What follows belongs to an exercise in optimizing a design on an open flow for small area, a short achievable clock period and few clock cycles per item; a production flow would make more cautious choices. Function not checked in this run: the RTL went through the layout flow alone. Power figures rest on the tool's default switching activity, not on a simulated workload.

`flow/config.mk`:
```
export PLATFORM = sky130hd
export DESIGN_NAME = dhcp_top
export DESIGN_NICKNAME = dhcp_top
export VERILOG_FILES = /design/flow/design.v
export SDC_FILE = /design/flow/constraint.sdc
export NUM_CORES = 4
export LEC_CHECK = 0
export CAP_MARGIN = 20
export CORE_MARGIN = 2
export CORE_UTILIZATION = 50
export PLACE_DENSITY = 0.6
export SLEW_MARGIN = 20
export SYNTH_MEMORY_MAX_BITS = 8192
```
`flow/run.sh`:
```
#!/bin/bash
# synth_recipe.tcl (not shown) runs the flow's synth.tcl, then flattens the netlist and writes it again
# the make line also repeats each setting of config.mk as NAME=value (left out here)
make -C /OpenROAD-flow-scripts/flow DESIGN_CONFIG=/design/flow/config.mk WORK_HOME=/design/flow/orfs CLKGATE_MAP_FILE= SYNTH_SCRIPT=/design/flow/synth_recipe.tcl finish
```
`flow/constraint.sdc`:
```
create_clock -name core_clock -period 7.0 [get_ports {clk}]
set_input_delay 1.4000 -clock core_clock [delete_from_list [all_inputs] [get_ports {clk}]]
set_output_delay 1.4000 -clock core_clock [all_outputs]
set_load 0.01 [all_outputs]
```
`flow/design.v`:
```
package dhcp_pkg;
    localparam int BUF_ADDR_W = 9;                  
    localparam int BUF_BANK_W = 2;                  
    typedef logic [BUF_ADDR_W-1:0] buf_addr_t;
    typedef logic [7:0]            byte_t;
    typedef logic [31:0]           ip_addr_t;
    typedef logic [47:0]           mac_addr_t;
    localparam buf_addr_t PARTIAL_THRESHOLD = 9'd8;   
    localparam buf_addr_t XID_OFFSET        = 9'd4;   
    localparam logic [15:0] DHCP_SERVER_PORT = 16'd67;
    localparam ip_addr_t    BROADCAST_IP     = 32'hFFFF_FFFF;
    localparam int CTRL_ACCEPT_BIT    = 0;          
    localparam int CTRL_TRANSMIT_BIT  = 4;          
    localparam int CTRL_IP_TOGGLE_BIT = 7;          
    typedef enum logic [4:0] {
        REG_CONTROL   = 5'd0,
        REG_BANK      = 5'd1,
        REG_TX_LEN_LO = 5'd2,
        REG_TX_LEN_HI = 5'd3,
        REG_IP0       = 5'd4,
        REG_IP1       = 5'd5,
        REG_IP2       = 5'd6,
        REG_IP3       = 5'd7,
        REG_MAC0      = 5'd8,
        REG_MAC1      = 5'd9,
        REG_MAC2      = 5'd10,
        REG_MAC3      = 5'd11,
        REG_MAC4      = 5'd12,
        REG_MAC5      = 5'd13,
        REG_XID0      = 5'd16,
        REG_XID1      = 5'd17,
        REG_XID2      = 5'd18,
        REG_XID3      = 5'd19
    } reg_addr_e;
    typedef enum logic [1:0] {
        TX_RESULT_NONE     = 2'd0,
        TX_RESULT_ACCEPTED = 2'd1
    } tx_result_e;
    typedef struct packed {
        logic  write_strobe;
        byte_t port_id;                             
        byte_t data;
    } host_bus_t;
    typedef struct packed {
        logic  start;
        byte_t data;
        logic  valid;
        logic  last;
    } udp_rx_t;
    typedef struct packed {
        logic        start;
        byte_t       data;
        logic        valid;
        logic        last;
        buf_addr_t   length;
        ip_addr_t    dst_ip;
        logic [15:0] dst_port;
    } udp_tx_t;
    typedef struct packed {
        logic     accepting;
        logic     partial_done;
        ip_addr_t xid;                              
    } rx_status_t;
endpackage
`timescale 1ns/10ps
module udp_rx_capture (
    input  logic                  clk,
    input  logic                  reset,
    input  dhcp_pkg::udp_rx_t     rx_in,
    input  logic                  accept_cmd,
    input  logic                  transmitting,
    output dhcp_pkg::rx_status_t  rx_status,
    output dhcp_pkg::buf_addr_t   rx_addr,
    output logic                  rx_write,
    output logic                  rx_active,
    output logic                  armed
);
    logic                start_q;           
    logic                start_edge;
    logic                going_to_accept;   
    logic                accepting;
    logic                partial_done;
    dhcp_pkg::ip_addr_t  xid;
    dhcp_pkg::buf_addr_t xid_idx;
    logic                xid_byte;
    assign start_edge      = rx_in.start && !start_q;
    assign going_to_accept = armed && start_edge && !transmitting;
    assign rx_active       = going_to_accept || accepting;
    assign rx_write        = rx_active && rx_in.valid;    
    assign xid_idx  = rx_addr - dhcp_pkg::XID_OFFSET;
    assign xid_byte = (rx_addr >= dhcp_pkg::XID_OFFSET) &&
                      (rx_addr < dhcp_pkg::XID_OFFSET + 9'd4);
    always_ff @(posedge clk) begin
        if (reset) begin
            start_q      <= 1'b0;
            armed        <= 1'b0;
            accepting    <= 1'b0;
            partial_done <= 1'b0;
            rx_addr      <= '0;
            xid          <= '0;
        end else begin
            start_q <= rx_in.start;
            if (accept_cmd)
                armed <= 1'b1;
            else if (start_edge && !transmitting)
                armed <= 1'b0;
            if (going_to_accept && !rx_in.last)
                accepting <= 1'b1;
            else if (accepting && rx_in.last && rx_in.valid)
                accepting <= 1'b0;
            if (!accepting || armed)
                partial_done <= 1'b0;
            else if (rx_addr == dhcp_pkg::PARTIAL_THRESHOLD && rx_in.valid)
                partial_done <= 1'b1;
            if (!rx_active)
                rx_addr <= '0;                             
            else if (rx_in.valid)
                rx_addr <= rx_addr + 9'd1;
            if (rx_write && xid_byte)
                xid[xid_idx[1:0]*8 +: 8] <= rx_in.data;    
        end
    end
    always_comb begin
        rx_status.accepting    = accepting;
        rx_status.partial_done = partial_done;
        rx_status.xid          = xid;
    end
endmodule
`timescale 1ns/10ps
module packet_buffer (
    input  logic                               clk,
    input  dhcp_pkg::host_bus_t                host,
    input  logic [dhcp_pkg::BUF_BANK_W-1:0]    bank,
    input  logic                               rx_active,
    input  dhcp_pkg::buf_addr_t                rx_addr,
    input  logic                               rx_write,
    input  dhcp_pkg::byte_t                    rx_data,
    input  logic                               transmitting,
    input  dhcp_pkg::buf_addr_t                tx_addr,
    output dhcp_pkg::byte_t                    rd_data
);
    localparam int DEPTH = 1 << dhcp_pkg::BUF_ADDR_W;
    dhcp_pkg::byte_t     mem [DEPTH];
    dhcp_pkg::buf_addr_t addr;
    dhcp_pkg::buf_addr_t host_addr;
    logic                host_write;
    logic                wr_en;
    dhcp_pkg::byte_t     wr_data;
    assign host_addr = {bank, host.port_id[6:0]};
    always_comb begin
        if (rx_active)
            addr = rx_addr;
        else if (transmitting)
            addr = tx_addr;
        else
            addr = host_addr;
    end
    assign host_write = host.write_strobe && host.port_id[7] && !rx_active && !transmitting;
    assign wr_en      = rx_write || host_write;
    assign wr_data    = rx_active ? rx_data : host.data;
    always_ff @(posedge clk) begin
        if (wr_en)
            mem[addr] <= wr_data;
        rd_data <= mem[addr];       
    end
endmodule
`timescale 1ns/10ps
module host_regs (
    input  logic                               clk,
    input  logic                               reset,
    input  dhcp_pkg::host_bus_t                host,
    input  dhcp_pkg::mac_addr_t                mac_address,
    input  logic                               do_dhcp,
    input  dhcp_pkg::rx_status_t               rx_status,
    input  logic                               armed,
    input  logic                               transmitting,
    input  dhcp_pkg::byte_t                    buf_rd_data,
    output logic                               accept_cmd,
    output logic                               transmit_cmd,
    output dhcp_pkg::buf_addr_t                tx_length,
    output logic [dhcp_pkg::BUF_BANK_W-1:0]    bank,
    output dhcp_pkg::ip_addr_t                 ip_address,
    output logic                               ip_address_valid,
    output dhcp_pkg::byte_t                    rd_data
);
    logic            reg_write;
    logic [4:0]      reg_sel;
    logic            control_write;
    logic            dhcp_seen;        
    dhcp_pkg::byte_t status;
    dhcp_pkg::byte_t reg_mux;
    dhcp_pkg::byte_t reg_rd_q;
    logic            buf_sel_q;        
    assign reg_write     = host.write_strobe && !host.port_id[7];
    assign reg_sel       = host.port_id[4:0];     
    assign control_write = reg_write && (reg_sel == dhcp_pkg::REG_CONTROL);
    assign accept_cmd   = control_write && host.data[dhcp_pkg::CTRL_ACCEPT_BIT];
    assign transmit_cmd = control_write && host.data[dhcp_pkg::CTRL_TRANSMIT_BIT];
    assign status = {ip_address_valid, dhcp_seen, 1'b0, transmitting,
                     1'b0, rx_status.partial_done, rx_status.accepting, armed};
    always_ff @(posedge clk) begin
        if (reset) begin
            tx_length        <= '0;
            bank             <= '0;
            ip_address       <= '0;
            ip_address_valid <= 1'b0;
            dhcp_seen        <= 1'b0;
        end else begin
            if (do_dhcp)
                dhcp_seen <= 1'b1;
            if (control_write && host.data[dhcp_pkg::CTRL_IP_TOGGLE_BIT])
                ip_address_valid <= ~ip_address_valid;
            if (reg_write) begin
                case (reg_sel)
                    dhcp_pkg::REG_BANK:      bank           <= host.data[dhcp_pkg::BUF_BANK_W-1:0];
                    dhcp_pkg::REG_TX_LEN_LO: tx_length[7:0] <= host.data;
                    dhcp_pkg::REG_TX_LEN_HI: tx_length[8]   <= host.data[0];    
                    dhcp_pkg::REG_IP0:       ip_address[7:0]   <= host.data;
                    dhcp_pkg::REG_IP1:       ip_address[15:8]  <= host.data;
                    dhcp_pkg::REG_IP2:       ip_address[23:16] <= host.data;
                    dhcp_pkg::REG_IP3:       ip_address[31:24] <= host.data;
                    default: ;                                
                endcase
            end
        end
    end
    always_comb begin
        case (reg_sel)
            dhcp_pkg::REG_CONTROL:   reg_mux = status;
            dhcp_pkg::REG_BANK:      reg_mux = {{(8-dhcp_pkg::BUF_BANK_W){1'b0}}, bank};
            dhcp_pkg::REG_TX_LEN_LO: reg_mux = tx_length[7:0];
            dhcp_pkg::REG_TX_LEN_HI: reg_mux = {7'd0, tx_length[8]};
            dhcp_pkg::REG_IP0:       reg_mux = ip_address[7:0];
            dhcp_pkg::REG_IP1:       reg_mux = ip_address[15:8];
            dhcp_pkg::REG_IP2:       reg_mux = ip_address[23:16];
            dhcp_pkg::REG_IP3:       reg_mux = ip_address[31:24];
            dhcp_pkg::REG_MAC0:      reg_mux = mac_address[47:40];
            dhcp_pkg::REG_MAC1:      reg_mux = mac_address[39:32];
            dhcp_pkg::REG_MAC2:      reg_mux = mac_address[31:24];
            dhcp_pkg::REG_MAC3:      reg_mux = mac_address[23:16];
            dhcp_pkg::REG_MAC4:      reg_mux = mac_address[15:8];
            dhcp_pkg::REG_MAC5:      reg_mux = mac_address[7:0];
            dhcp_pkg::REG_XID0:      reg_mux = rx_status.xid[7:0];
            dhcp_pkg::REG_XID1:      reg_mux = rx_status.xid[15:8];
            dhcp_pkg::REG_XID2:      reg_mux = rx_status.xid[23:16];
            dhcp_pkg::REG_XID3:      reg_mux = rx_status.xid[31:24];
            default:                 reg_mux = 8'h00;     
        endcase
    end
    always_ff @(posedge clk) begin
        reg_rd_q  <= reg_mux;
        buf_sel_q <= host.port_id[7];
    end
    assign rd_data = buf_sel_q ? buf_rd_data : reg_rd_q;
endmodule
`timescale 1ns/10ps
module udp_tx_stream (
    input  logic                  clk,
    input  logic                  reset,
    input  logic                  transmit_cmd,
    input  dhcp_pkg::buf_addr_t   tx_length,      
    input  dhcp_pkg::tx_result_e  tx_result,
    input  logic                  ready,
    input  dhcp_pkg::byte_t       buf_rd_data,
    output dhcp_pkg::udp_tx_t     tx_out,
    output dhcp_pkg::buf_addr_t   tx_addr,
    output logic                  transmitting
);
    logic start_req;    
    logic valid;
    logic accepted;     
    logic last_byte;
    assign accepted  = transmitting && valid && ready;
    assign last_byte = transmitting && (tx_addr == tx_length);
    always_ff @(posedge clk) begin
        if (reset) begin
            start_req    <= 1'b0;
            transmitting <= 1'b0;
            valid        <= 1'b0;
            tx_addr      <= '0;
        end else begin
            if (transmit_cmd)
                start_req <= 1'b1;
            else if (start_req && tx_result == dhcp_pkg::TX_RESULT_ACCEPTED)
                start_req <= 1'b0;
            if (transmit_cmd)
                transmitting <= 1'b1;
            else if (accepted && last_byte)
                transmitting <= 1'b0;    
            if (!transmitting)
                valid <= 1'b0;
            else if (!valid)
                valid <= 1'b1;
            else if (ready)
                valid <= 1'b0;
            if (!transmitting)
                tx_addr <= '0;
            else if (accepted)
                tx_addr <= tx_addr + 9'd1;
        end
    end
    always_comb begin
        tx_out.start    = start_req;
        tx_out.data     = buf_rd_data;                
        tx_out.valid    = valid;
        tx_out.last     = last_byte;
        tx_out.length   = tx_length + 9'd1;
        tx_out.dst_ip   = dhcp_pkg::BROADCAST_IP;
        tx_out.dst_port = dhcp_pkg::DHCP_SERVER_PORT;
    end
endmodule
`timescale 1ns/10ps
module dhcp_top (
    input  logic         clk,
    input  logic         reset,
    input  logic         udp_in_start,
    input  logic [7:0]   udp_in_data,
    input  logic         udp_in_valid,
    input  logic         udp_in_last,
    input  logic         udp_out_ready,
    input  logic [1:0]   udp_out_result,
    output logic         udp_out_start,
    output logic [7:0]   udp_out_data,
    output logic         udp_out_valid,
    output logic         udp_out_last,
    output logic [8:0]   udp_out_length,
    output logic [31:0]  udp_out_dst_ip,
    output logic [15:0]  udp_out_dst_port,
    input  logic         host_write_strobe,
    input  logic [7:0]   host_port_id,
    input  logic [7:0]   host_data,
    output logic [7:0]   host_rd_data,
    input  logic [47:0]  mac_address,
    input  logic         do_dhcp,
    output logic [31:0]  ip_address,
    output logic         ip_address_valid
);
    dhcp_pkg::udp_rx_t                 udp_in;
    dhcp_pkg::udp_tx_t                 udp_out;
    dhcp_pkg::host_bus_t               host;
    dhcp_pkg::tx_result_e              udp_result;
    logic                              accept_cmd;
    logic                              transmit_cmd;
    dhcp_pkg::buf_addr_t               tx_length;
    logic [dhcp_pkg::BUF_BANK_W-1:0]   bank;
    dhcp_pkg::rx_status_t              rx_status;
    dhcp_pkg::buf_addr_t               rx_addr;
    logic                              rx_write;
    logic                              rx_active;
    logic                              armed;
    dhcp_pkg::buf_addr_t               tx_addr;
    logic                              transmitting;
    dhcp_pkg::byte_t                   buf_rd_data;    
    assign udp_in.start      = udp_in_start;
    assign udp_in.data       = udp_in_data;
    assign udp_in.valid      = udp_in_valid;
    assign udp_in.last       = udp_in_last;
    assign host.write_strobe = host_write_strobe;
    assign host.port_id      = host_port_id;
    assign host.data         = host_data;
    assign udp_result        = dhcp_pkg::tx_result_e'(udp_out_result);
    assign udp_out_start     = udp_out.start;
    assign udp_out_data      = udp_out.data;
    assign udp_out_valid     = udp_out.valid;
    assign udp_out_last      = udp_out.last;
    assign udp_out_length    = udp_out.length;
    assign udp_out_dst_ip    = udp_out.dst_ip;
    assign udp_out_dst_port  = udp_out.dst_port;
    udp_rx_capture rx_capture_inst (
        .clk          (clk),
        .reset        (reset),
        .rx_in        (udp_in),
        .accept_cmd   (accept_cmd),
        .transmitting (transmitting),
        .rx_status    (rx_status),
        .rx_addr      (rx_addr),
        .rx_write     (rx_write),
        .rx_active    (rx_active),
        .armed        (armed)
    );
    packet_buffer packet_buffer_inst (
        .clk          (clk),
        .host         (host),
        .bank         (bank),
        .rx_active    (rx_active),
        .rx_addr      (rx_addr),
        .rx_write     (rx_write),
        .rx_data      (udp_in.data),
        .transmitting (transmitting),
        .tx_addr      (tx_addr),
        .rd_data      (buf_rd_data)
    );
    host_regs host_regs_inst (
        .clk              (clk),
        .reset            (reset),
        .host             (host),
        .mac_address      (mac_address),
        .do_dhcp          (do_dhcp),
        .rx_status        (rx_status),
        .armed            (armed),
        .transmitting     (transmitting),
        .buf_rd_data      (buf_rd_data),
        .accept_cmd       (accept_cmd),
        .transmit_cmd     (transmit_cmd),
        .tx_length        (tx_length),
        .bank             (bank),
        .ip_address       (ip_address),
        .ip_address_valid (ip_address_valid),
        .rd_data          (host_rd_data)
    );
    udp_tx_stream tx_stream_inst (
        .clk          (clk),
        .reset        (reset),
        .transmit_cmd (transmit_cmd),
        .tx_length    (tx_length),
        .tx_result    (udp_result),
        .ready        (udp_out_ready),
        .buf_rd_data  (buf_rd_data),
        .tx_out       (udp_out),
        .tx_addr      (tx_addr),
        .transmitting (transmitting)
    );
endmodule
```
==> key figures <==
Worst setup path
  • Worst-path maximum fanout: 10
  • Crit path DAT: slightly below 7 ns
  • Worst R2R Start: tx_stream_inst.transmitting$_SDFFE_PP0P_
  • Worst Setup SP: udp_in_start
  • R2r endpoint: packet_buffer_inst.rd_data[5]$_DFF_P_
  • Setup crit end kind: flop
  • Worst Path Required: roughly 7.9 ns
  • Crit path cell chain: clkdlybuf4s50_1 -> nand4bb_1 -> buf_4 -> a21oi_1 -> buf_4 -> o211ai_1 -> buf_4 -> buf_4 -> buf_4 -> a41oi_1 -> o41ai_1 -> a41oi_2 -> or4_1 -> or4b_1
  • Levels on crit path: 14
  • R2R cell count: 13
  • Reg2Reg Setup Slack: 1.00 ns
  • CP bufs+invs: 6
  • Worst path max stage delay: about 0.86 ns
  • Slowest stage cell, crit path: o41ai_1
  • Critical Path Source Type: input pin
  • Worst setup path endpoint: packet_buffer_inst.rd_data[5]$_DFF_P_
  • Crit path top cell by count: buf_4
  • Delay-heaviest family, CP: compound AO/OA/AOI/OAI gates
  • CP Class: in2reg

Placement
  • Placer Congestion: roughly 0.91
  • Final HPWL DP: 311000 um
  • Port Buffers: between 100 and 150
  • Placed insts: around 16k

Synth
  • Yosys Warn Count: 4
  • Synth cell types: 59
  • Synthesized instance count: between 10k and 15k
  • Post-synthesis cell area: about 0.17 sq mm
  • Simple-Gate Fraction of Synth Area: around 2.4%
  • Post-synth top area share: around three quarters
  • Avg Cell Area, Syn: around 14 sq um
  • Fraction of registers with async set or reset after synthesis: 0%
  • Post-synthesis mux area share: less than 1%
  • Synth Flop Type: edfxtp_1
  • Post-synth top area cell: edfxtp_1
  • Largest family of logic cells by synthesized area: compound AO/OA/AOI/OAI gates
  • Area share of xor/xnor cells in the synthesized design: less than 1%
  • #FFs+latches synth: between 4k and 5k
  • Post-synthesis sequential area ratio: 75.4%
  • Synth Area in Compound Gates: 19.0%
  • Dominant cells by area after synthesis: edfxtp_1, o21ai_0, a41oi_1
  • EDFF count, synth: roughly 4.1k
  • Synth Area in Adders: less than 1%

CTS
  • CTS resizes: 0
  • Clk root buf: clkbuf_16
  • Setup bufs post-CTS: 0
  • CTS tree: done
  • CTS H-tree lvls: 5
  • Clk buf depth: 4
  • Clock latency on the worst-skew pair: 1.04 ns
  • Hold Buf Count CTS: 0
  • Clk slew on worst S/H paths: roughly 0.060 ns
  • CTS Buf Count: 430
  • Sink Count: between 4k and 5k

Power and ir drop
  • Cell Pwr Density: 280 mW/mm^2
  • Pwr Total: approximately 54 mW
  • Pleak: 55.6 nW
  • VDD IR max: between 0.0002 and 0.00025 V

Routing
  • WL/cell: roughly 33 um
  • Total Wirelength: 541000 um
  • Via count: roughly 110k
  • # DRC: 0
  • Antenna viol nets, final: 0
  • DR pass1 iterations: 10
  • Via density: between 6 and 7
  • Drt initial violations: ~18k

Timing
  • Achievable frequency: between 150 and 200 MHz
  • Worst Tran Pin Value: between 1 and 1.5 ns
  • Clock Skew: roughly 0.078 ns
  • Final hold violations: 0
  • Slew margin rel.: between 10% and 20%
  • Setup TNS: 0 ns
  • Hold WS: about 0.47 ns
  • Final min period: between 6 and 7 ns
  • RSZ-0062 raised after global routing: no
  • Max Slew Vio Count: 0
  • Final setup vio count: 0
  • Fin crit share: between 80% and 90%

Floorplan
  • Initial core utilization: 50.3%
  • Die span in y: just under 600 um
  • Cell row count: roughly 210
  • IO Pins: between 150 and 200
  • Core area: around 0.33 sq mm
  • DIE WIDTH: around 580 um
  • Die area: 0.337 sq mm

Status
  • Outcome: finished clean

Global route
  • Remaining global-route overflow: 0
  • Initial antenna violation count: 31
  • Vias in the first global route: between 100k and 150k
  • Largest net degree at the start of global routing: roughly 140
  • Global-route wire length before repair: between 700000 and 800000 um
  • Tot GR Track Use: between 30% and 40%

Layout
  • Area grow syn2layout: 14.9%
  • Nets: roughly 12k
  • Post-Layout Cell Count: roughly 17k
  • Commonest non-fill, non-tap cells in the layout: edfxtp_1, o21ai_0, a41oi_1
  • Share of cells above drive strength 1: 12.4%
  • Final core occ: about 58%
  • Commonest non-fill, non-tap cell in the layout: edfxtp_1

Worst hold path
  • HP Class: reg2reg
  • Worst hold start: rx_capture_inst.xid[12]$_SDFFE_PP0P_

Run
  • Total of max-cap violations: 0
cell type report:
type,count,area (sq um)
inverter,7,26.3
clock buffer,519,11300
antenna,24,60.1
tap,4366,5460
sequential,4215,125000
clock inverter,274,2980
multi-input combinational,6249,37000
fill,25400,140000
timing repair buffer,942,8870
where the power goes:
part,internal [mW],switching (mW)
Combinational,0.618,1.82
Clock,13.6,9.83
Sequential,27.7,0.0430
Total,41.9,11.7
worst min-delay path by stage:
stage                                           end  slack, ns  cells after the start
2_1_floorplan   rx_capture_inst.xid[9]$_SDFFE_PP0P_       0.43                      2
3_3_place_gp   rx_capture_inst.xid[12]$_SDFFE_PP0P_       0.44                      2
3_5_place_dp   rx_capture_inst.xid[12]$_SDFFE_PP0P_       0.46                      2
4_1_cts        rx_capture_inst.xid[12]$_SDFFE_PP0P_       0.46                      2
6_report       rx_capture_inst.xid[12]$_SDFFE_PP0P_       0.47                      2
5_1_grt        rx_capture_inst.xid[15]$_SDFFE_PP0P_       0.49                      2
per-layer routing:
layer | vias to the layer above | GRT usage [%] | wire length, um
met5 | - | 0 | 107
met4 | 16 | 12.2 | 23200
met3 | 1107 | 6.85 | 63400
met2 | 7781 | 47.2 | 246000
met1 | 57400 | 44.0 | 208000
li1 | 47100 | - | -
synth_stat cells, drive strengths merged, types with 8 or more instances:
master  count
o21ai    3334
or4         9
o22a        8
a41oi     870
dfxtp     119
a31o        8
clkbuf    954
a222oi     11
xnor2      15
and3       14
nand3      57
nand4      36
a21oi     247
nor2      602
a221oi     14
nand2     141
nor4       20
edfxtp   4096
a22oi     418
mux2       20
xor2       17
mux2i      19
nor3        8
buf       188
o41ai     241
a22o       22
cells by family after synthesis:
family	count (synthesis)
simple gates	934
xor+xnor	32
other cells	2
fa+ha+maj	6
flops	4215
mux	39
buf+inv	1149
compound gates	5190
tightest hold or removal path: stages (launching register included):
cell and delay, ns:
dfxtp_1 0.31, nand2_1 0.05, a21oi_1 0.05
registers in the layout, summed over array words and instances (netlist names), 2 cells and up:
register / count
rx_capture_inst.rx_addr: 9
host_regs_inst.reg_rd_q: 8
host_regs_inst.ip_address: 32
host_regs_inst.bank: 2
host_regs_inst.tx_length: 9
tx_stream_inst.tx_addr: 9
rx_capture_inst.xid: 32
packet_buffer_inst.rd_data: 8
packet_buffer_inst.mem: 4096
stage by stage:
step	cell area [sq um]	setup slack, ns
finish	191000	0.945
global route	191000	0.991
CTS	191000	0.866
detailed placement	177000	-0.155
global placement	177000	-0.493
floorplan	167000	0.115

-- separate check: timing with driven ports --
Ports are ideal in the flow. The routed layout listed here was re-timed in OpenROAD.
Step 1 sets driving cells, clkbuf_16 on the clock port and buf_2 on the other inputs (assumed; they add their load-dependent delay and slew).
Step 2 also shifts input and output timing later by t, the mid clock arrival at the registers, as if the neighbouring blocks saw the same clock.
Three values: ideal ports, drivers, drivers and shift; two values: the first two.
t (ns): 1.096
slack for setup (ns): 0.945 / 0.994 / -0.102
cell pins on the clock port's net: 1
Met with ideal ports but missed after step 2: setup timing in this run. For this run, drivers alone change the setup slack by +0.049 ns; drivers and shift together by -1.047 ns.
